From an optimization exercise on the open Yosys and OpenROAD flow, aimed at small area and a short achievable clock period; shortcuts taken in it are not production practice.
Only simulation tests tie the RTL to the original design; equivalence was not proved.
No activity file was given, so power comes from the tool's default toggle rates.

## run 1
Design lif_neuron_grid, start of the top module:
module lif_neuron_grid #(
  parameter int WIDTH    = 16,
  parameter int LAYERS   = 6,
  parameter int WEIGHT_W = 4,
  parameter int THR_W    = 6,
  parameter int ACC_W    = 8,
  parameter int REFRAC   = 2
) (
  input  logic             clk,
  input  logic             rst_n,
  input  logic             tick,
  input  logic [WIDTH-1:0] spike_in,
  input  logic             cfg_en,
  input  logic             cfg_data,
  output logic             cfg_out,
  output logic [WIDTH-1:0] spike_out,
  output logic             spike_valid
);
Size in the first run: about 20000 cells after synthesis, roughly 39 I/O pins, roughly 210000 um^2 of cells after synthesis.
Settings: LEC_CHECK=0, CAP_MARGIN=20, CORE_MARGIN=2, CORE_UTILIZATION=55, CTS_CLUSTER_DIAMETER=90, CTS_CLUSTER_SIZE=25, SETUP_SLACK_MARGIN=2.5, SLEW_MARGIN=20; clock period 7.5 ns.
run.sh (not shown) runs the stock make flow with config.mk's settings and CLKGATE_MAP_FILE= SYNTH_SCRIPT=/design/flow/synth_recipe.tcl, a recipe that flattens the netlist after the stock synthesis.
The following lists how run 2 was set up differently from run 1:
- a deleted CTS_CLUSTER_DIAMETER that had been 90
- a change of CORE_UTILIZATION from 55 to 40
- a deleted CTS_CLUSTER_SIZE that had been 25
On maximum cell stage delay along the critical path, run 2 tracks run 1 almost exactly.
Lower core utilization of the finished layout goes to run 2 over run 1.
Higher proportion of cell area spent on the clock network was reported by run 2, not run 1.
Measured against run 2, the total design power of run 1 comes out at 0.941 times the reference value.
Relative to run 1, number of antenna diodes increased by 1 in run 2.
Register share of the cell area was higher in run 1 than in run 2.
Looking only at post-CTS resize count, and setting everything else aside, the higher value of run 2 and run 1 goes to run 1.
Taking run 1 as the reference, in run 2 slew at the pin with the worst max-slew slack climbed 230 ps, fraction of standard cell area in multi-input logic dropped 2.1 points.
Run 1 reports its highest metal layer used by the detailed router as met4 while run 2 reports met5.
### run 2 -> run 3
- putting CTS_CLUSTER_SIZE at 20 where nothing was set
- putting CTS_BUF_LIST at sky130_fd_sc_hd__clkbuf_8 where nothing was set
- putting CTS_CLUSTER_DIAMETER at 60 where nothing was set
Notes after the runs:
- Going from run 2 to run 3, total power shrank by a few percent.
- Final critical path time including I/O delays and setup in run 3 vs run 2: down 16 ps
- Run 3 and run 2 ended up with nearly the same detailed-route wire length on metal 1.
- [compare] base=run 2 new=run 3: remaining global-route overflow ~0 delta, critical path depth -1, worst path setup slack after routing +16 ps, register-to-register slack +20 ps.
- Run 3 vs run 2, total wire length after detailed routing went down by 0.41%.
- Between run 2 and run 3, the final cell count does not differ in any meaningful way.
- Re clock power share: run 3 is 4.3 points down on run 2.
- Relative to run 2, run 3 improves post-route cell area.

* * *

Starting RTL as in the previous note.
==> flow/design.v (excerpt) <==
module lif_neuron_grid #(
  parameter int WIDTH    = 16,
  parameter int LAYERS   = 6,
  parameter int WEIGHT_W = 4,
  parameter int THR_W    = 6,
  parameter int ACC_W    = 8,
  parameter int REFRAC   = 2
) (
  input  logic             clk,
  input  logic             rst_n,
  input  logic             tick,
  input  logic [WIDTH-1:0] spike_in,
  input  logic             cfg_en,
  input  logic             cfg_data,
  output logic             cfg_out,
  output logic [WIDTH-1:0] spike_out,
  output logic             spike_valid
);
clock: 7.5 ns
lec_check: 0
cap_margin: 20
core_margin: 2
core_utilization: 55
cts_cluster_diameter: 90
cts_cluster_size: 25
setup_slack_margin: 2.75
slew_margin: 20
==> next run, changes <==
- CORE_UTILIZATION: 55 -> 40
- SETUP_SLACK_MARGIN: 2.75 -> 2.5
Setup slack is worse by 140 ps.
Cell area goes down by 1.9%.
Core utilization goes down by 18 points.
Via count goes down by 1.1%.
Die area goes up by about 37%.
Sequential power hardly moves.
Wire length goes down by about 2.6%.
Hold slack is worse by 16 ps.

* * *

oak:
lif_neuron_grid, a different RTL version from the one above (not shown whole).
Size: ~19000 cells after synthesis, roughly 2900 flip-flops, ~39 I/O pins.
export LEC_CHECK = 0
export CAP_MARGIN = 20
export CORE_MARGIN = 2
export CORE_UTILIZATION = 55
export CTS_CLUSTER_DIAMETER = 90
export CTS_CLUSTER_SIZE = 25
export PLACE_DENSITY = 0.75
export SETUP_SLACK_MARGIN = 2.5
export SLEW_MARGIN = 20
create_clock -name core_clock -period 7.5 [get_ports {clk}]
oak: done, clean on timing, DRC and antenna
Input changes introduced in pine (baseline for comparison: oak):
- PLACE_DENSITY: 0.75 -> 0.85
- CORE_UTILIZATION: 55 -> 60
- GPL_ROUTABILITY_DRIVEN: unset -> 0
==> notes.md <==
- Between oak and pine, the difference in proportion of layout cells with a drive suffix above 1 is negligible.
- Compared with oak, in pine global routing usage on met1 shows an increase of 2.6 points, area used by sequential logic in the layout held steady, post-detailed-placement half-perimeter wirelength has increased, time the final worst path needs with I/O delays and setup moved up, largest stage delay on the critical path shows a reduction of 0.04 ns.
- Between pine and oak, the sequential share of layout area figures differ only marginally.
- pine: fraction of area in multi-input gates is 0.30 points higher than what oak reported.
- In the metrics for oak and pine, the one carrying the lower total of cells resized after clock tree synthesis is oak.

-- static timing again, ports no longer ideal --
In the flow no input, the clock included, has a driving cell. The finished layouts below were timed again as built, in two steps.
Step 1 sets driving cells, clkbuf_16 on the clock port and buf_2 on the other inputs (assumed; they add their load-dependent delay and slew).
Step 2 moves the port delays by t, midway between the first and last clock arrival at a register: inputs arrive t later, outputs are due t later. That takes back most of the time a late clock gives input paths.
Slacks: ideal / step 1 / step 2; pairs: ideal / step 1.
| run | t (ns) | slack for setup (ns) | worst slew at a driven data input, ns |
|---|---|---|---|
| run 1 | 1.016 | 2.596 / 2.596 / 1.601 | 0.15 |
| run 2 | 1.069 | 2.584 / 2.584 / 1.561 | 0.13 |
| run 3 | 1.249 | 2.600 / 2.600 / 1.421 | 0.13 |
| the first run of note 2 | 1.014 | 2.717 / 2.717 / 1.703 | 0.26 |
| the second run of note 2 | 1.046 | 2.575 / 2.578 / 1.544 | 0.13 |
| oak | 1.010 | 2.539 / 2.539 / 1.687 | 0.10 |
| pine | 0.988 | 2.500 / 2.500 / 1.658 | 0.12 |
After both steps every run listed still meets setup and hold. The setup slack of run 3, which loses most, moves by 0.000 ns with the drivers and by -1.179 ns with both steps.
